Source: an optimization exercise on an open RTL-to-GDS flow (aim: small area and a short achievable clock period). Production flows keep margins and buffers that such runs may drop. Only simulation tests tie the RTL to the original design; equivalence was not proved. Power is estimated from default activity; no workload was simulated.

==> flow/design.v <==
module spi_mem_target #(
  parameter int ADDR_W    = 8,
  parameter int MEM_DEPTH = 256
) (
  input  logic clk,
  input  logic rst,
  input  logic spi_sck,
  input  logic spi_cs_n,
  input  logic spi_mosi,
  output logic spi_miso,
  output logic spi_miso_oe,
  output logic busy,
  output logic cmd_err
);
  typedef enum logic [2:0] {
    IDLE, CMD, ADDR, READ, WRITE, STATUS, IGNORE
  } state_t;
  function automatic int plane_k(input int b);
    case (b)
      7, 6:    plane_k = 3;
      5, 4:    plane_k = 4;
      default: plane_k = 5;
    endcase
  endfunction
  state_t      state;
  logic [1:0]  sck_sync, cs_sync, mosi_sync;
  logic        sck_prev, cs_prev;
  logic        sck_s, cs_s, mosi_s;
  logic        sck_rise, sck_fall, cs_rise, cs_fall;
  logic [2:0]  bit_cnt;
  logic [6:0]  rx_sr;
  logic [7:0]  rx_byte;
  logic        miso_bit;
  logic        byte_done;
  logic [7:0]  addr;
  logic [7:0]  addr_inc;
  logic        is_read;
  logic        mem_we;
  logic        wel;
  logic        wrote;
  logic [4:0]  ph;
  logic [2:0]  lsel;
  logic        bc7;
  logic        wact;
  logic        wpos;
  logic [2:0]  eq_a;
  logic        eq_i;
  logic [2:0]  rm;
  logic [4:0]  rsel7;
  logic [1:0]  tj3;
  logic        tj4;
  logic [7:0]  we;
  logic        rm7;
  logic [7:0]  txb;
  logic        tx_bit;
  logic        c_win;
  logic        cmh;
  logic        cand0, cand1;
  logic        c_win_d;
  logic        cwin_n;
  assign sck_s     = sck_sync[1];
  assign cs_s      = cs_sync[1];
  assign mosi_s    = mosi_sync[1];
  assign sck_rise  = sck_s & ~sck_prev;
  assign sck_fall  = ~sck_s & sck_prev;
  assign cs_rise   = cs_s & ~cs_prev;
  assign cs_fall   = ~cs_s & cs_prev;
  assign rx_byte   = {rx_sr, mosi_s};
  assign byte_done = sck_rise && bc7;
  assign mem_we    = (state == WRITE) && byte_done && !cs_rise;
  assign spi_miso  = miso_bit;
  assign addr_inc  = addr + 8'd1;
  assign cwin_n    = (state == ADDR) && bc7;
  assign eq_a[0] = (ph[2:0] == addr[2:0]);
  assign eq_a[1] = eq_a[0] && (ph[3] == addr[3]);
  assign eq_a[2] = eq_a[1] && (ph[4] == addr[4]);
  assign eq_i    = (ph[2:0] == addr_inc[2:0]);
  always_ff @(posedge clk or posedge rst) begin
    if (rst) begin
      cs_sync <= 2'b00;
      cs_prev <= 1'b0;
    end else begin
      cs_sync <= {cs_sync[0], spi_cs_n};
      cs_prev <= cs_s;
    end
  end
  always_ff @(posedge clk) begin
    sck_sync  <= {sck_sync[0], spi_sck};
    mosi_sync <= {mosi_sync[0], spi_mosi};
    sck_prev  <= sck_s;
  end
  always_ff @(posedge clk) begin
    if (sck_rise) begin
      rx_sr   <= rx_byte[6:0];
      bit_cnt <= bit_cnt + 3'd1;
      bc7     <= (bit_cnt == 3'd6);
    end
    if (!cs_rise && state == IDLE && cs_fall) begin
      bit_cnt <= 3'd0;
      bc7     <= 1'b0;
      wrote   <= 1'b0;
    end
    if (!cs_rise && state == CMD && byte_done) begin
      is_read <= rx_byte[0];
    end
    if (!cs_rise && state == WRITE && byte_done) begin
      wrote <= 1'b1;
    end
  end
  always_ff @(posedge clk) begin
    ph <= ph + 5'd1;
    if (mem_we) begin
      wact <= 1'b1;
    end else if (wpos) begin
      wact <= 1'b0;
    end
    wpos <= wact && eq_a[2];
  end
  always_ff @(posedge clk) begin
    if (!cs_rise && state == ADDR && byte_done) begin
      addr <= rx_byte;
    end else if ((!cs_rise && state == READ && byte_done) || wpos) begin
      addr <= addr_inc;
    end
  end
  for (genvar l = 0; l < 8; l++) begin : g_we
    assign we[l] = wpos && (lsel == l);
  end
  always_ff @(posedge clk) begin
    c_win   <= cwin_n;
    c_win_d <= c_win;
    cmh     <= (ph[2:1] == rx_sr[1:0]);
  end
  always_ff @(posedge clk) begin
    rm    <= eq_a;
    lsel  <= addr[7:5];
    tj3   <= ~(addr[4:3] - ph[4:3]);
    tj4   <= ~(addr[4] ^ ph[4]);
    rsel7 <= cwin_n ? {rx_sr[6:4], ~(rx_sr[3:2] - ph[4:3])}
                    : {addr_inc[7:5], ~(addr_inc[4:3] - ph[4:3])};
    rm7   <= eq_i && (bit_cnt != 3'd0);
  end
  for (genvar b = 0; b < 8; b++) begin : g_plane
    localparam int K  = plane_k(b);
    localparam int L  = 1 << K;
    localparam int NT = 32 >> K;
    logic [8*NT-1:0] taps;
    logic            tap;
    for (genvar l = 0; l < 8; l++) begin : g_loop
      logic [31:0] sr;
      always_ff @(posedge clk) begin
        sr <= {sr[30:0], we[l] ? txb[b] : sr[31]};
      end
      for (genvar j = 0; j < NT; j++) begin : g_tap
        assign taps[l*NT + j] = sr[L*j + L - 1];
      end
    end
    if (b == 7) begin : g_cap7
      assign tap = taps[rsel7];
      always_ff @(posedge clk) begin
        if (c_win && cmh && ph[0]) cand0 <= tap;
        if (c_win && cmh && !ph[0]) cand1 <= tap;
        if (mem_we) begin
          txb[7] <= rx_byte[7];
        end else if (c_win_d && !c_win) begin
          txb[7] <= addr[0] ? cand1 : cand0;
        end else if (!wact && !c_win && rm7) begin
          txb[7] <= tap;
        end
      end
    end else begin : g_capn
      if (K == 3) begin : g_t3
        assign tap = taps[{lsel, tj3}];
      end else if (K == 4) begin : g_t4
        assign tap = taps[{lsel, tj4}];
      end else begin : g_t5
        assign tap = taps[lsel];
      end
      always_ff @(posedge clk) begin
        if (mem_we) begin
          txb[b] <= rx_byte[b];
        end else if (!wact && rm[K-3]) begin
          txb[b] <= tap;
        end
      end
    end
  end
  always_comb begin
    tx_bit = 1'b0;
    if (state == READ) begin
      tx_bit = txb[~bit_cnt];
    end else if (state == STATUS) begin
      tx_bit = wel && (bit_cnt == 3'd6);
    end
  end
  state_t state_n;
  logic   wel_n, miso_n, err_n;
  always_comb begin
    state_n = state;
    wel_n   = wel;
    miso_n  = sck_fall ? tx_bit : miso_bit;
    err_n   = 1'b0;
    if (cs_rise) begin
      if (state == WRITE && wrote) begin
        wel_n = 1'b0;
      end
      state_n = IDLE;
      miso_n  = 1'b0;
    end else begin
      case (state)
        IDLE: begin
          if (cs_fall) begin
            state_n = CMD;
            miso_n  = 1'b0;
          end
        end
        CMD: begin
          if (byte_done) begin
            case (rx_byte)
              8'h03: state_n = ADDR;
              8'h02: state_n = wel ? ADDR : IGNORE;
              8'h05: state_n = STATUS;
              8'h06: begin
                wel_n   = 1'b1;
                state_n = IGNORE;
              end
              8'h04: begin
                wel_n   = 1'b0;
                state_n = IGNORE;
              end
              default: begin
                state_n = IGNORE;
                err_n   = 1'b1;
              end
            endcase
          end
        end
        ADDR: begin
          if (byte_done) begin
            state_n = is_read ? READ : WRITE;
          end
        end
        READ, WRITE, STATUS, IGNORE: begin
        end
        default: begin
          state_n = IDLE;
        end
      endcase
    end
  end
  always_ff @(posedge clk or posedge rst) begin
    if (rst) begin
      state       <= IDLE;
      miso_bit    <= 1'b0;
      spi_miso_oe <= 1'b0;
      busy        <= 1'b0;
      cmd_err     <= 1'b0;
      wel         <= 1'b0;
    end else begin
      state       <= state_n;
      miso_bit    <= miso_n;
      spi_miso_oe <= (state_n == READ) || (state_n == STATUS);
      busy        <= (state_n != IDLE);
      cmd_err     <= err_n;
      wel         <= wel_n;
    end
  end
endmodule
==> flow/flow/run.sh <==
#!/bin/bash
# The standard layout, with one change after placement: the flip-flops that
# drive the output ports are moved next to the ports' buffers (and the
# placement re-legalized and improved) before clock tree synthesis.
set -euo pipefail
bash standard.sh place > place.log 2>&1
PULL_RESULTS="$PWD/orfs/results/sky130hd/spi_mem_target/base" \
  openroad -no_init -exit flow/pull_outputs.tcl > pull_outputs.log 2>&1
bash standard.sh finish > finish.log 2>&1
==> flow/flow/pull_outputs.tcl <==
# Move the flip-flop that drives each output port next to the port's
# buffer, then legalize: the output paths are the design's critical ones
# and otherwise carry a long wire on the flip-flop's Q.
set results $::env(PULL_RESULTS)
read_db $results/3_place.odb
set block [ord::get_db_block]
set held {}
foreach port {spi_miso spi_miso_oe busy cmd_err} {
  set net [[$block findBTerm $port] getNet]
  set buf ""
  foreach it [$net getITerms] {
    if {[$it isOutputSignal]} { set buf [$it getInst] }
  }
  set innet ""
  foreach it [$buf getITerms] {
    if {[$it isInputSignal] && [$it getNet] ne "NULL"} { set innet [$it getNet] }
  }
  set ff ""
  foreach it [$innet getITerms] {
    if {[$it isOutputSignal]} { set ff [$it getInst] }
  }
  lassign [$buf getLocation] x y
  lassign [$ff getLocation] fx fy
  puts "port $port: buffer [$buf getName] at $x $y, driver [$ff getName] moved from $fx $fy"
  $ff setLocation $x $y
  $ff setPlacementStatus PLACED
  lappend held $ff $buf
}
detailed_placement
foreach inst $held { $inst setPlacementStatus FIRM }
improve_placement
optimize_mirroring
foreach inst $held { $inst setPlacementStatus PLACED }
check_placement -verbose
foreach port {spi_miso spi_miso_oe busy cmd_err} {
  set net [[$block findBTerm $port] getNet]
  foreach it [$net getITerms] {
    if {[$it isOutputSignal]} { set buf [$it getInst] }
  }
  puts "port $port buffer at [$buf getLocation]"
}
write_db $results/3_place.odb
==> flow/standard.sh <==
#!/bin/bash
# synth_recipe.tcl (not shown) runs the flow's synth.tcl, then flattens the netlist and writes it again
# the make line also repeats each setting of config.mk as NAME=value (left out here)
make -C /OpenROAD-flow-scripts/flow DESIGN_CONFIG=/design/flow/config.mk WORK_HOME=/design/flow/orfs CLKGATE_MAP_FILE= SYNTH_SCRIPT=/design/flow/synth_recipe.tcl "${@:-finish}"
==> flow/config.mk <==
export PLATFORM = sky130hd
export DESIGN_NAME = spi_mem_target
export DESIGN_NICKNAME = spi_mem_target
export VERILOG_FILES = /design/flow/design.v
export SDC_FILE = /design/flow/constraint.sdc
export NUM_CORES = 4
export LEC_CHECK = 0
export CAP_MARGIN = 20
export CORE_MARGIN = 2
export CORE_UTILIZATION = 70
export CTS_CLUSTER_DIAMETER = 120
export CTS_CLUSTER_SIZE = 30
export SETUP_SLACK_MARGIN = 2.8
export SLEW_MARGIN = 20
==> flow/constraint.sdc <==
create_clock -name core_clock -period 5.0 [get_ports {clk}]
set_input_delay 1.0000 -clock core_clock [delete_from_list [all_inputs] [get_ports {clk}]]
set_output_delay 1.0000 -clock core_clock [all_outputs]
set_load 0.01 [all_outputs]
==> metrics.csv, run 1 <==
stage,metric,value,unit
synth,muxShareOfSynthArea,0.03652,
cells_and_area,final_nets,2587,
place,gp_congestion,0.8043,
die,core_area,64580,µm²
clocking,clk_pin_slew_worst_paths,0.12,ns
power_and_ir_drop,power_density,501.8,nW/µm²
die,rows,93,
grt,grt_overflow,0,
grt,grt_pass1_vias,15790,
synth,synth.avg_cell_area,18.38,µm²
setup_path,crit_required,4.00,ns
setup_path,end_kind,output port,
clocking,cts_inserted_buffers,80,
cells_and_area,fillers,3388,
synth,ys_warn_count,1,
synth,synth_top_family_by_area,multiplexers,
timing,holdWs,0.3121,ns
place,portBuffers,8,
setup_path,critPathTopFamily,flip-flops,
synth,syn_nets,2509,
detailed_routing,drt_iter0_drc,932,
clocking,root_buffer,clkbuf_16,
clocking,htreeDepth,3,
place,dp_hpwl,36.71,mm
power_and_ir_drop,power_leakage,19.64,nW
cells_and_area,drive_above_1_share,0.07960,
synth,synth.area.top_cells,"dfxtp_1 (91%), edfxtp_1 (1.7%), mux2_2 (1.6%)",
die,start_util,0.7104,
timing,skew,0.02821,ns
synth,synthAdderAreaFrac,0.002182,
timing,final_hold_viol_count,0,
die,dieHeight,260.0,µm
die,die_area,67600,µm²
timing,drv_slew,0,
detailed_routing,vias,15950,
detailed_routing,drt-wirelength-per-cell,17.17,µm
cells_and_area,area_growth,7.230,%
timing,finalSetupViolCount,0,
synth,synth-simple-area-share,0.01424,
setup_path,path_max_fanout,2,
setup_path,cp_slowest_cell,dfrtp_1,
synth,synth-main-ff-cell,dfxtp_1,
setup_path,worst-setup-path-type,reg2out,
detailed_routing,totalWireLength,59.19,mm
clocking,cts-hold-fix-buffers,0,
synth,synth_compound_area_frac,0.006627,
synth,yosysTopAreaCell,dfxtp_1,
grt,grt_pass1_wl,91.76,mm
detailed_routing,drt_first_pass_iters,5,
timing,fin_crit_sh,0.4373,
clocking,insertion_delay,0.66,ns
synth,synth.top_cell.area_share,0.9090,
setup_path,critPathMaxStageDelay,0.40,ns
synth,synth_edf_count,26,
setup_path,r2r_setup_slack,2.88,ns
timing,period_minus_slack,2.187,ns
die,ios,9,
detailed_routing,antenna_left,0,
detailed_routing,drc,0,
cells_and_area,ff_latch_area,42770,µm²
die,dieWidth,260.0,µm
run_status,status,finished clean,
clocking,clock-sinks,2120,
power_and_ir_drop,fin_total_pwr,24.68,mW
synth,ys_types,50,
setup_path,crit_path_start_kind,flop,
synth,seq_area_frac_synth,0.9320,
synth,syn-cell-area,45880,µm²
synth,synth_xor_area_frac,0.004582,
power_and_ir_drop,max-vdd-ir-drop,0.4796,mV
synth,synthCells,2496,
grt,grt_max_degree,32,
cells_and_area,multiInputGateArea,2978,µm²
min_path,worst_hold_path_type,reg2reg,
job,max_cap_viol_count,0,
clocking,max-clock-path-buffers,3,
timing,rsz0062_at_grt,yes,
grt,antenna_found_initial,7,
detailed_routing,viasPerCell,4.626,
synth,synth_seq_cells,2120,
synth,async_reset_ff_frac,0.005189,
setup_path,worstPathCellList,buf_2,
timing,worst_pin_slew,0.6516,ns
setup_path,arrival,1.19,ns
clocking,cts_tree,yes,
timing,fin_setup_tns,0,ns
grt,groute.usage.overall,0.1813,
timing,max_freq,457.4,MHz
timing,maxSlewHeadroom,0.5633,
setup_path,critPathBufInv,1,
-- final timing paths --
path	end	cells past startpoint	startpoint
setup / recovery	spi_miso	1	miso_bit
hold / removal	g_plane[6].g_loop[4].sr[31]	0	g_plane[6].g_loop[4].sr[30]
setup reg to reg	miso_bit	4	txb[7]
hold reg to reg	g_plane[6].g_loop[4].sr[31]	0	g_plane[6].g_loop[4].sr[30]
max in group asynchronous	cs_sync[0]	2	rst
min in group asynchronous	state[2]	2	rst
-- layout by cell type (no fill, tap or decap), types with 5 or more instances in the layout --
cell / synthesis / layout
mux2i_1: 38 / 38
dfrtp_1: 11 / 11
inv_1: 15 / 15
a21oi_1: 22 / 22
nor2b_1: 9 / 8
mux2_2: 67 / 67
dfxtp_1: 2083 / 2079
nand4_1: 5 / 5
buf_4: 4 / 11
clkbuf_1: 11 / 10
edfxtp_1: 26 / 26
o21ai_0: 7 / 7
clkbuf_16: 0 / 82
xnor2_1: 9 / 9
mux4_2: 24 / 24
xor2_1: 15 / 15
nor3_1: 7 / 7
diode_2: 0 / 5
nor2_1: 36 / 36
nand2_1: 27 / 27
nand3_1: 13 / 13
ha_1: 8 / 8
nand2b_1: 8 / 8
-- through the flow --
step / instances / worst slack [ns] / utilization / cell area, µm²
floorplan: 2496 / 3.071 / - / 45880
global placement: 3336 / 2.521 / 0.7264 / 46910
detailed placement: 3336 / 2.472 / 0.7264 / 46910
CTS: 3439 / 2.744 / 0.7607 / 49120
global route: 3443 / 2.750 / 0.7615 / 49180
finish: 3448 / 2.814 / 0.7617 / 49190
-- cell usage after synthesis (11+ instances only) --
library cell	count
a21oi_1	22
clkbuf_1	11
dfrtp_1	11
dfxtp_1	2083
edfxtp_1	26
inv_1	15
mux2_2	67
mux2i_1	38
mux4_2	24
nand2_1	27
nand3_1	13
nor2_1	36
xor2_1	15
-- timing repair --
item,4_1_cts,5_1_grt
buffers inserted,7,4
pin swaps,3,3
gates resized for setup,22,6
endpoints found under the setup margin,76,42
gates cloned,0,0
-- per-layer routing --
layer	vias to the layer above	routed length [µm]	GRT usage
li1	8035	-	-
met1	7623	31760	0.2912
met2	199	24300	0.2566
met3	93	1870	0.03177
met4	0	1258	0.04630
met5	-	0	0
-- cell families after synthesis --
logic type      count (synthesis)
flops                        2120
mux                           129
simple gates                  126
compound gates                 50
buf+inv                        39
xor+xnor                       24
fa+ha+maj                       8
-- state kept, by name (all words and copies together), names as in the netlist, 2 cells and up --
name	flops
lsel	3
state	3
rm	3
tj3	2
addr	8
rsel7	5
ph	5
cs_sync	2
g_plane.g_loop.sr	2048
sck_sync	2
mosi_sync	2
bit_cnt	3
rx_sr	7
txb	8
-- power breakdown --
part	switching [mW]	internal, mW
clock	4.61	3.02
combinational	0.0470	0.0446
sequential	0.0427	16.9
-- area by class of cell --
type	instances	area share
clock buffer	92	0.04248
sequential	2120	0.8693
antenna	5	0.0002543
clock inverter	4	0.0009156
tap	855	0.02175
multi-input combinational	337	0.06053
inverter	15	0.001145
timing repair buffer	20	0.003586
==> run 2: changes to the inputs <==
--- a/flow/config.mk
+++ b/flow/config.mk
@@ -7,7 +7,7 @@
 export LEC_CHECK = 0
 export CAP_MARGIN = 20
 export CORE_MARGIN = 2
-export CORE_UTILIZATION = 70
+export CORE_UTILIZATION = 73
 export CTS_CLUSTER_DIAMETER = 120
 export CTS_CLUSTER_SIZE = 30
 export SETUP_SLACK_MARGIN = 2.8
==> metrics.csv, run 2 <==
stage,metric,value,unit,change
die,die_area,64870,µm²,was 67600 µm²
synth,synth.top_cell.area_share,0.9090,,unchanged
power_and_ir_drop,power_density,501.5,nW/µm²,was 501.8 nW/µm²
timing,fin_ws,2.789,ns,was 2.814 ns
synth,syn-cell-area,45880,µm²,unchanged
setup_path,cp_slowest_cell,dfrtp_1,,unchanged
place,dp.cells,3317,,was 3336
timing,final_hold_viol_count,0,,unchanged
synth,synth.avg_cell_area,18.38,µm²,unchanged
die,dieHeight,254.7,µm,was 260.0 µm
die,core_area,61940,µm²,was 64580 µm²
min_path,worst_hold_path_type,reg2reg,,unchanged
grt,grt_max_degree,32,,unchanged
synth,synth_seq_cells,2120,,unchanged
cells_and_area,drive_above_1_share,0.08111,,was 0.07960
grt,grt_pass1_vias,15790,,about the same
grt,grt_overflow,0,,unchanged
power_and_ir_drop,max-vdd-ir-drop,0.4094,mV,was 0.4796 mV
detailed_routing,antenna_left,0,,unchanged
clocking,clock-sinks,2120,,unchanged
timing,worst_pin_slew,0.8621,ns,was 0.6516 ns
run_status,status,finished clean,,unchanged
die,rows,91,,was 93
timing,finalSetupViolCount,0,,unchanged
setup_path,crit_required,4.00,ns,about the same
clocking,max-clock-path-buffers,3,,unchanged
cells_and_area,mostFrequentLayoutCells,"dfxtp_1 (2080), clkbuf_16 (84), mux2_2 (67), mux2i_1 (38), nor2_1 (36)",,"was dfxtp_1 (2079), clkbuf_16 (82), mux2_2 (67), mux2i_1 (38), nor2_1 (36)"
synth,syn_nets,2509,,unchanged
die,ios,9,,unchanged
cells_and_area,area_growth,7.293,%,was 7.230%
cells_and_area,ff_latch_area,42760,µm²,was 42770 µm²
timing,drv_slew,0,,unchanged
detailed_routing,totalWireLength,58.78,mm,was 59.19 mm
clocking,htreeDepth,3,,unchanged
cells_and_area,largest_register,g_plane.g_loop.sr,,unchanged
setup_path,critPathMaxStageDelay,0.42,ns,was 0.40 ns
cells_and_area,fillers,3156,,was 3388
timing,period_minus_slack,2.211,ns,was 2.187 ns
cells_and_area,final_common_cell,dfxtp_1,,unchanged
timing,skew,0.02851,ns,was 0.02821 ns
job,max_cap_viol_count,0,,unchanged
grt,grt_pass1_wl,90.11,mm,was 91.76 mm
timing,max_freq,452.2,MHz,was 457.4 MHz
cells_and_area,fin_cells,3427,,was 3448
setup_path,crit_path_start_kind,flop,,unchanged
synth,synth.top_cells.by_count,"dfxtp_1 (2083), mux2_2 (67), mux2i_1 (38)",,unchanged
setup_path,worstPathCellList,buf_2,,unchanged
cells_and_area,final_util,0.7947,,was 0.7617
place,dp_hpwl,36.32,mm,was 36.71 mm
grt,groute.usage.overall,0.1861,,was 0.1813
cells_and_area,final_nets,2590,,was 2587
synth,synth.area.top_cells,"dfxtp_1 (91%), edfxtp_1 (1.7%), mux2_2 (1.6%)",,unchanged
cells_and_area,multiInputGateArea,2982,µm²,was 2978 µm²
timing,maxSlewHeadroom,0.4245,,was 0.5633
detailed_routing,drt-wirelength-per-cell,17.15,µm,was 17.17 µm
clocking,clk_pin_slew_worst_paths,0.11,ns,was 0.12 ns
place,portBuffers,8,,unchanged
setup_path,arrival,1.21,ns,was 1.19 ns
grt,antenna_found_initial,6,,was 7
synth,synth-main-ff-cell,dfxtp_1,,unchanged
clocking,insertion_delay,0.66,ns,about the same
setup_path,worst-setup-path-type,reg2out,,unchanged
clocking,root_buffer,clkbuf_16,,unchanged
synth,ys_warn_count,1,,unchanged
synth,synthCells,2496,,unchanged
place,pre_cts_slack,2.456,ns,was 2.472 ns
synth,ys_types,50,,unchanged
setup_path,path_max_fanout,2,,unchanged
detailed_routing,drt_first_pass_iters,4,,was 5
synth,synth_edf_count,26,,unchanged
die,dieWidth,254.7,µm,was 260.0 µm
die,start_util,0.7407,,was 0.7104
cells_and_area,top_regs,"g_plane.g_loop.sr x2048, addr x8, txb x8",,unchanged
clocking,cts_tree,yes,,unchanged
timing,fin_setup_tns,0,ns,unchanged
detailed_routing,vias,16000,,was 15.95k
clocking,cts_inserted_buffers,80,,unchanged
place,gp_congestion,0.8152,,was 0.8043
synth,yosysMostFrequentCell,dfxtp_1,,unchanged
synth,async_reset_ff_frac,0.005189,,unchanged
setup_path,critPathBufInv,1,,unchanged
detailed_routing,viasPerCell,4.669,,was 4.626
synth,yosysTopAreaCell,dfxtp_1,,unchanged
timing,fin_crit_sh,0.4423,,was 0.4373
detailed_routing,drt_iter0_drc,891,,was 932
cells_and_area,largest_register_ffs,2048,,unchanged
setup_path,end_kind,output port,,unchanged
setup_path,critPathTopFamily,flip-flops,,unchanged
power_and_ir_drop,fin_total_pwr,24.68,mW,about the same
synth,seq_area_frac_synth,0.9320,,unchanged
timing,rsz0062_at_grt,yes,,unchanged
power_and_ir_drop,power_leakage,19.68,nW,was 19.64 nW
detailed_routing,drc,0,,unchanged
run 2: layout make-up:
cell class,instances,share of cell area
Clock buffer,91,0.04324
Inverter,15,0.001144
Timing Repair Buffer,23,0.004169
Antenna cell,1,0.00005084
Multi-Input combinational cell,337,0.06057
Sequential cell,2120,0.8688
Clock inverter,3,0.0007372
Tap cell,837,0.02128
run 2: power breakdown:
part | switching (mW) | internal (mW)
combinational | 0.0467 | 0.0431
clock | 4.56 | 3.07
sequential | 0.0387 | 16.9
run 2: final timing paths:
path,cells past startpoint,slack [ns],startpoint,endpoint
worst max-delay path,1,2.79,miso_bit,spi_miso
worst min-delay path,0,0.32,g_plane[1].g_loop[2].sr[30],g_plane[1].g_loop[2].sr[31]
worst max register to register,3,2.85,lsel[2],g_plane[2].g_loop[2].sr[0]
worst min register to register,0,0.32,g_plane[1].g_loop[2].sr[30],g_plane[1].g_loop[2].sr[31]
max in group asynchronous,2,4.07,rst,wel
min in group asynchronous,2,0.62,rst,state[0]
run 2: logic make-up after synthesis:
family	Yosys count	share of synthesized area
AO/OA/AOI/OAI	50	0.006628
XOR/XNOR	24	0.004582
adder cells (fa/ha/maj)	8	0.002182
buffers and inverters	39	0.003873
flip-flops	2120	0.9320
multiplexers	129	0.03652
AND/OR/NAND/NOR	126	0.01424
run 2: per-layer routing:
layer  vias up  wire length, µm  global-route usage
met5         -                0                   0
met2       255            24270              0.2634
li1       8007                -                   -
met4         0             1450             0.05698
met3        97             2243             0.03297
met1      7640            30810              0.2957
run 2: per-stage QoR:
stage | hold slack, ns | cell area (µm²)
CTS | 0.3190 | 49150
floorplan | 0.3096 | 45880
finish | 0.3191 | 49220
detailed placement | 0.3121 | 46890
global route | 0.3211 | 49220
global placement | 0.3096 | 46880
run 2: repair_timing:
item	4_1_cts	5_1_grt
endpoints found under the hold margin	0	0
setup endpoints to repair	77	38
hold buffers	0	0
setup buffers	9	6
gates resized for setup	24	4
pin swaps	3	1
gates cloned	0	0
==> run 3: changes to the inputs <==
--- a/flow/config.mk
+++ b/flow/config.mk
@@ -5,9 +5,10 @@
 export SDC_FILE = /design/flow/constraint.sdc
 export NUM_CORES = 4
 export LEC_CHECK = 0
+export ABC_AREA = 1
 export CAP_MARGIN = 20
 export CORE_MARGIN = 2
-export CORE_UTILIZATION = 73
+export CORE_UTILIZATION = 70
 export CTS_CLUSTER_DIAMETER = 120
 export CTS_CLUSTER_SIZE = 30
 export SETUP_SLACK_MARGIN = 2.8
==> metrics.csv, run 3 <==
stage,metric,value,unit,change
run_status,status,finished clean,,unchanged
min_path,worst_hold_path_type,reg2reg,,unchanged
power_and_ir_drop,power_density,501.7,nW/µm²,was 501.5 nW/µm²
cells_and_area,fillers,3643,,was 3156
clocking,postCtsSetupRepairBufs,0,,was 9
synth,synthCells,2776,,was 2496
detailed_routing,viasPerCell,4.646,,was 4.669
setup_path,crit_required,4.00,ns,about the same
clocking,max-clock-path-buffers,3,,unchanged
setup_path,end_kind,output port,,unchanged
synth,syn-cell-area,45910,µm²,was 45880 µm²
clocking,insertion_delay,0.66,ns,about the same
detailed_routing,drt_iter0_drc,979,,was 891
synth,ys_types,42,,was 50
timing,rsz0062_at_grt,yes,,unchanged
timing,maxSlewHeadroom,0.5109,,was 0.4245
timing,max_freq,459.3,MHz,was 452.2 MHz
cells_and_area,area_growth,6.854,%,was 7.293%
detailed_routing,totalWireLength,62.31,mm,was 58.78 mm
die,start_util,0.7096,,was 0.7407
grt,grt_max_degree,32,,unchanged
grt,grt_pass1_wl,96.54,mm,was 90.11 mm
die,core_area,64700,µm²,was 61940 µm²
synth,syn_nets,2789,,was 2509
clocking,clk_pin_slew_worst_paths,0.11,ns,about the same
clocking,root_buffer,clkbuf_16,,unchanged
synth,synth.area.top_cells,"dfxtp_1 (91%), edfxtp_1 (1.7%), nand2_1 (1.7%)",,"was dfxtp_1 (91%), edfxtp_1 (1.7%), mux2_2 (1.6%)"
power_and_ir_drop,fin_total_pwr,24.61,mW,was 24.68 mW
die,ios,9,,unchanged
cells_and_area,top_regs,"g_plane.g_loop.sr x2048, addr x8, txb x8",,unchanged
synth,synth_seq_cells,2120,,unchanged
detailed_routing,vias,17220,,was 16.00k
synth,yosysTopAreaCell,dfxtp_1,,unchanged
synth,synth-main-ff-cell,dfxtp_1,,unchanged
die,die_area,67650,µm²,was 64870 µm²
timing,fin_crit_sh,0.4354,,was 0.4423
cells_and_area,mostFrequentLayoutCells,"dfxtp_1 (2082), nand2_1 (208), clkbuf_16 (82), o21ai_0 (66), inv_1 (62)",,"was dfxtp_1 (2080), clkbuf_16 (84), mux2_2 (67), mux2i_1 (38), nor2_1 (36)"
grt,groute.usage.overall,0.1895,,was 0.1861
clocking,cts_inserted_buffers,80,,unchanged
cells_and_area,largest_register,g_plane.g_loop.sr,,unchanged
synth,synth.top_cells.by_count,"dfxtp_1 (2083), nand2_1 (208), o21ai_0 (66)",,"was dfxtp_1 (2083), mux2_2 (67), mux2i_1 (38)"
timing,fin_setup_tns,0,ns,unchanged
cells_and_area,final_common_cell,dfxtp_1,,unchanged
timing,drv_slew,0,,unchanged
synth,seq_area_frac_synth,0.9313,,was 0.9320
setup_path,worstPathCellList,buf_2,,unchanged
grt,grt_overflow,0,,unchanged
grt,grt_pass1_vias,16930,,was 15.79k
timing,skew,0.02331,ns,was 0.02851 ns
setup_path,cp_slowest_cell,dfrtp_1,,unchanged
power_and_ir_drop,max-vdd-ir-drop,0.3985,mV,was 0.4094 mV
cells_and_area,largest_register_ffs,2048,,unchanged
clocking,cts-hold-fix-buffers,0,,unchanged
power_and_ir_drop,power_leakage,19.70,nW,was 19.68 nW
synth,synth.avg_cell_area,16.54,µm²,was 18.38 µm²
cells_and_area,drive_above_1_share,0.04667,,was 0.08111
setup_path,crit_path_start_kind,flop,,unchanged
timing,period_minus_slack,2.177,ns,was 2.211 ns
setup_path,worst-setup-path-type,reg2out,,unchanged
place,dp_hpwl,38.52,mm,was 36.32 mm
detailed_routing,antenna_left,0,,unchanged
job,max_cap_viol_count,0,,unchanged
synth,ys_warn_count,1,,unchanged
timing,worst_pin_slew,0.7259,ns,was 0.8621 ns
synth,synth.top_cell.area_share,0.9083,,was 0.9090
place,gp_congestion,0.8693,,was 0.8152
cells_and_area,multiInputGateArea,2698,µm²,was 2982 µm²
synth,yosysMostFrequentCell,dfxtp_1,,unchanged
die,rows,93,,was 91
die,dieHeight,260.1,µm,was 254.7 µm
detailed_routing,drt-wirelength-per-cell,16.81,µm,was 17.15 µm
setup_path,critPathMaxStageDelay,0.40,ns,was 0.42 ns
cells_and_area,fin_area,49060,µm²,was 49220 µm²
setup_path,path_max_fanout,2,,unchanged
timing,finalSetupViolCount,0,,unchanged
synth,async_reset_ff_frac,0.005189,,unchanged
cells_and_area,final_nets,2851,,was 2590
synth,synth_edf_count,26,,unchanged
clocking,cts_tree,yes,,unchanged
timing,fin_ws,2.823,ns,was 2.789 ns
cells_and_area,ff_latch_area,42760,µm²,about the same
timing,final_hold_viol_count,0,,unchanged
detailed_routing,drt_first_pass_iters,6,,was 4
place,portBuffers,8,,unchanged
setup_path,arrival,1.18,ns,was 1.21 ns
clocking,clock-sinks,2120,,unchanged
die,dieWidth,260.1,µm,was 254.7 µm
clocking,htreeDepth,3,,unchanged
place,pre_cts_slack,2.949,ns,was 2.456 ns
setup_path,critPathTopFamily,flip-flops,,unchanged
setup_path,critPathBufInv,1,,unchanged
place,placed_area,46900,µm²,was 46890 µm²
detailed_routing,drc,0,,unchanged
grt,antenna_found_initial,4,,was 6
-- run 3: changes by cell type in the layout (fill, tap and decap cells not counted), moves of 24 or more --
| cell | before | now |
|---|---|---|
| o21ai_0 | 7 | 66 |
| nand2_1 | 27 | 208 |
| mux2_2 | 67 | 0 |
| mux4_2 | 24 | 0 |
| nor2_1 | 36 | 61 |
| nand3_1 | 13 | 52 |
| mux2i_1 | 38 | 0 |
| inv_1 | 15 | 62 |
| o21ai_1 | 0 | 53 |
-- run 3: kinds of logic after synthesis --
family / after synthesis / synth area share
AO/OA/AOI/OAI: 169 / 0.01998
flip-flops: 2120 / 0.9313
XOR/XNOR: 16 / 0.003216
adder cells (fa/ha/maj): 8 / 0.002180
buffers and inverters: 107 / 0.01011
AND/OR/NAND/NOR: 356 / 0.03325
-- run 3: routing by layer --
layer | GRT usage | part of all wire | wire length, µm
met4 | 0.06508 | 0.031 | 1901
met2 | 0.2821 | 0.43 | 26850
met1 | 0.2823 | 0.49 | 30710
met3 | 0.03626 | 0.046 | 2842
met5 | 0 | 0 | 0
-- run 3: final cells by class --
class	instances	share of cell area
Timing Repair Buffer	8	0.001352
Inverter	79	0.006096
Clock buffer	88	0.04229
Clock inverter	6	0.001862
Multi-Input combinational cell	549	0.05499
Antenna cell	1	0.00005101
Sequential cell	2120	0.8716
Tap cell	855	0.02181
-- run 3: worst paths after layout --
check	startpoint	end	slack (ns)	cells after the start
worst max-delay path	miso_bit	spi_miso	2.82	1
worst min-delay path	g_plane[5].g_loop[5].sr[19]	g_plane[5].g_loop[5].sr[20]	0.31	0
worst max register to register	lsel[0]	g_plane[1].g_loop[1].sr[0]	3.00	4
worst min register to register	g_plane[5].g_loop[5].sr[19]	g_plane[5].g_loop[5].sr[20]	0.31	0
max in group asynchronous	rst	cs_prev	3.84	2
min in group asynchronous	rst	wel	0.73	2
-- run 3: what timing repair did --
item / in CTS / in global routing
endpoints found under the setup margin: 4 / 6
hold endpoints to repair: 0 / 0
gates resized for setup: 17 / 2
pin swaps: 0 / 0
cloned: 0 / 0
-- run 3: where the power goes --
part / switching [mW] / internal [mW] / leakage [nW] / total [mW]
logic: 0.0392 / 0.0231 / 1.39 / 0.0623
registers: 0.0167 / 16.9 / 17.3 / 16.9
clock network: 4.59 / 3.02 / 1.06 / 7.61
-- run 3: worst register-to-register path, delay by kind of cell (launching register included) --
kind | cells | cell delay [ns]
AO/OA/AOI/OAI | 1 | 0.70
AND/OR/NAND/NOR | 2 | 0.46
flip-flops | 1 | 0.45
buffers and inverters | 1 | 0.23
-- run 3: through the flow --
stage,utilization,hold WS [ns],std cells
2_1_floorplan,-,0.3096,2776
3_3_place_gp,0.7249,0.3097,3611
3_5_place_dp,0.7249,0.3121,3611
4_1_cts,0.7581,0.3101,3705
5_1_grt,0.7582,0.3147,3705
6_report,0.7583,0.3150,3706
==> run 4: changes to the inputs <==
--- a/flow/config.mk
+++ b/flow/config.mk
@@ -9,7 +9,7 @@
 export CAP_MARGIN = 20
 export CORE_MARGIN = 2
 export CORE_UTILIZATION = 70
-export CTS_CLUSTER_DIAMETER = 120
-export CTS_CLUSTER_SIZE = 30
+export CTS_CLUSTER_DIAMETER = 100
+export CTS_CLUSTER_SIZE = 34
 export SETUP_SLACK_MARGIN = 2.8
 export SLEW_MARGIN = 20
==> metrics.csv, run 4 <==
stage,metric,value,unit,change
run_status,status,finished clean,,unchanged
setup_path,worstPathCellList,buf_2,,unchanged
setup_path,critPathBufInv,1,,unchanged
timing,drv_slew,0,,unchanged
power_and_ir_drop,power_leakage,19.63,nW,was 19.70 nW
timing,final_hold_viol_count,0,,unchanged
detailed_routing,drt_iter0_drc,1156,,was 979
cells_and_area,final_nets,2843,,was 2851
min_path,hold_start,g_plane[2].g_loop[3].sr[12],,was g_plane[5].g_loop[5].sr[19]
setup_path,cp_slowest_cell,dfrtp_1,,unchanged
setup_path,crit_required,4.00,ns,about the same
clocking,cts_inserted_buffers,72,,was 80
timing,fin_ws,2.824,ns,was 2.823 ns
detailed_routing,vias,17150,,was 17.22k
setup_path,worst-setup-path-type,reg2out,,unchanged
die,ios,9,,unchanged
detailed_routing,drc,0,,unchanged
synth,syn-cell-area,45910,µm²,unchanged
detailed_routing,drt-wirelength-per-cell,17.19,µm,was 16.81 µm
cells_and_area,drive_above_1_share,0.04398,,was 0.04667
synth,synth_edf_count,26,,unchanged
synth,synthCells,2776,,unchanged
clocking,clock-sinks,2120,,unchanged
min_path,worst_hold_path_type,reg2reg,,unchanged
setup_path,end_kind,output port,,unchanged
min_path,holdPathEnd,g_plane[2].g_loop[3].sr[13],,was g_plane[5].g_loop[5].sr[20]
cells_and_area,largest_register,g_plane.g_loop.sr,,unchanged
die,start_util,0.7096,,unchanged
clocking,insertion_delay,0.64,ns,was 0.66 ns
synth,seq_area_frac_synth,0.9313,,unchanged
grt,grt_pass1_wl,97.41,mm,was 96.54 mm
cells_and_area,largest_register_ffs,2048,,unchanged
timing,rsz0062_at_grt,yes,,unchanged
setup_path,arrival,1.18,ns,about the same
setup_path,crit_path_start_kind,flop,,unchanged
grt,groute.usage.overall,0.1920,,was 0.1895
die,dieWidth,260.1,µm,unchanged
setup_path,reg2regPathDepth,7,,was 4
die,core_area,64700,µm²,unchanged
die,dieHeight,260.1,µm,unchanged
power_and_ir_drop,power_density,499.2,nW/µm²,was 501.7 nW/µm²
min_path,whs_path_depth,0,,unchanged
timing,finalSetupViolCount,0,,unchanged
job,max_cap_viol_count,0,,unchanged
die,rows,93,,unchanged
synth,synth.area.top_cells,"dfxtp_1 (91%), edfxtp_1 (1.7%), nand2_1 (1.7%)",,unchanged
synth,synth.avg_cell_area,16.54,µm²,unchanged
synth,async_reset_ff_frac,0.005189,,unchanged
synth,synth_seq_cells,2120,,unchanged
detailed_routing,drt_first_pass_iters,6,,unchanged
grt,grt_max_degree,36,,was 32
clocking,root_buffer,clkbuf_16,,unchanged
timing,maxSlewHeadroom,0.5206,,was 0.5109
detailed_routing,viasPerCell,4.638,,was 4.646
grt,grt_overflow,0,,unchanged
setup_path,critPathTopFamily,flip-flops,,unchanged
place,portBuffers,8,,unchanged
grt,grt_pass1_vias,16880,,was 16.93k
synth,synth.top_cell.area_share,0.9083,,unchanged
clocking,htreeDepth,3,,unchanged
clocking,cts_tree,yes,,unchanged
synth,ys_types,42,,unchanged
clocking,clk_pin_slew_worst_paths,0.12,ns,was 0.11 ns
timing,skew,0.02639,ns,was 0.02331 ns
setup_path,r2r-end,txb[6],,was g_plane[1].g_loop[1].sr[0]
grt,antenna_found_initial,3,,was 4
timing,fin_crit_sh,0.4351,,was 0.4354
clocking,postCtsSetupRepairBufs,0,,unchanged
place,dp_hpwl,38.52,mm,unchanged
setup_path,regToRegStartpoint,tj3[0],,was lsel[0]
timing,fin_setup_tns,0,ns,unchanged
synth,ys_warn_count,1,,unchanged
synth,synth-main-ff-cell,dfxtp_1,,unchanged
timing,period_minus_slack,2.176,ns,was 2.177 ns
synth,yosysTopAreaCell,dfxtp_1,,unchanged
setup_path,r2r_setup_slack,3.06,ns,was 3.00 ns
cells_and_area,final_common_cell,dfxtp_1,,unchanged
power_and_ir_drop,max-vdd-ir-drop,0.4020,mV,was 0.3985 mV
cells_and_area,area_growth,6.538,%,was 6.854%
detailed_routing,totalWireLength,63.58,mm,was 62.31 mm
place,gp_congestion,0.8693,,unchanged
clocking,max-clock-path-buffers,3,,unchanged
die,die_area,67650,µm²,unchanged
timing,max_freq,459.6,MHz,was 459.3 MHz
cells_and_area,top_regs,"g_plane.g_loop.sr x2048, addr x8, txb x8",,unchanged
setup_path,path_max_fanout,2,,unchanged
synth,syn_nets,2789,,unchanged
place,pre_cts_slack,2.949,ns,unchanged
cells_and_area,mostFrequentLayoutCells,"dfxtp_1 (2082), nand2_1 (208), clkbuf_16 (78), o21ai_0 (66), inv_1 (62)",,"was dfxtp_1 (2082), nand2_1 (208), clkbuf_16 (82), o21ai_0 (66), inv_1 (62)"
setup_path,critPathMaxStageDelay,0.40,ns,about the same
synth,yosysMostFrequentCell,dfxtp_1,,unchanged
timing,worst_pin_slew,0.7132,ns,was 0.7259 ns
detailed_routing,antenna_left,0,,unchanged
synth,synth.top_cells.by_count,"dfxtp_1 (2083), nand2_1 (208), o21ai_0 (66)",,unchanged
run 4: cell counts after synthesis:
Identical to the previous run, type by type.
run 4: area by class of cell:
type                            instances  area, µm²
Sequential cell                      2120      42760
Multi-Input combinational cell        549       2698
Clock inverter                          2      46.29
Timing Repair Buffer                    8      66.31
Inverter                               79      299.0
Antenna cell                            1      2.502
Clock buffer                           84       1974
Tap cell                              855       1070
Fill cell                            3620      15780
run 4: worst max-delay path by stage:
stage	startpoint	to	slack (ns)	cells past startpoint
2_1_floorplan	state[0]	txb[0]	3.53	6
3_3_place_gp	cmd_err	cmd_err	2.95	1
3_5_place_dp	cmd_err	cmd_err	2.95	1
4_1_cts	busy	busy	2.79	1
5_1_grt	miso_bit	spi_miso	2.77	1
6_report	miso_bit	spi_miso	2.82	1
run 4: cells by family after synthesis:
group	synth area share
AO/OA/AOI/OAI	0.01998
XOR/XNOR	0.003216
adder cells (fa/ha/maj)	0.002180
buffers and inverters	0.01011
flip-flops	0.9313
AND/OR/NAND/NOR	0.03325
run 4: what timing repair did:
item	in CTS	in global routing
hold endpoints to repair	0	0
endpoints found under the setup margin	4	5
pin swaps	0	0
resized for setup	16	2
cloned	0	0
hold buffers	0	0
run 4: per-stage QoR:
step	power (mW)	utilization	instance area [µm²]	cells	hold WS, ns
floorplan	17.37	-	45910	2776	0.3096
global placement	17.39	0.7249	46900	3611	0.3097
detailed placement	17.39	0.7249	46900	3611	0.3121
CTS	24.59	0.7558	48900	3697	0.3221
global route	25.15	0.7560	48910	3697	0.3219
finish	24.42	0.7560	48910	3698	0.3149
run 4: per-layer routing:
metal,vias up,share of wire,GRT usage
met2,356,0.43,0.2886
met4,0,0.027,0.06683
met3,98,0.049,0.03363
met5,-,0,0
li1,8708,-,-
met1,7988,0.49,0.2853
run 4: power by group:
group | total (mW) | switching (mW) | leakage, nW | internal, mW
registers | 16.9 | 0.0165 | 17.3 | 16.9
clock network | 7.41 | 4.55 | 0.987 | 2.87
logic | 0.0606 | 0.0390 | 1.39 | 0.0215

## separate check: timing with driven ports
How much do the figures lean on ideal ports? The routed layouts below were timed once more, with nothing changed but the port constraints. Step 1 assumes that a clkbuf_16 drives the clock port and a buf_2 every other input. Step 2 also shifts input and output timing later by t, the mid clock arrival at the registers, as if the neighbouring blocks saw the same clock. a / b / c = ideal / step 1 / step 2; a / b = the first two.
run	t (ns)	slack for setup (ns)	worst setup path after step 2	cell pins on the clock port's net
run 1	0.709	2.813 / 2.750 / 2.884	register to register	1
run 2	0.707	2.789 / 2.728 / 2.852	register to register	1
run 3	0.708	2.823 / 2.758 / 3.001	register to register	1
run 4	0.694	2.824 / 2.757 / 3.061	register to register	1
After both steps every run listed still meets setup and hold.
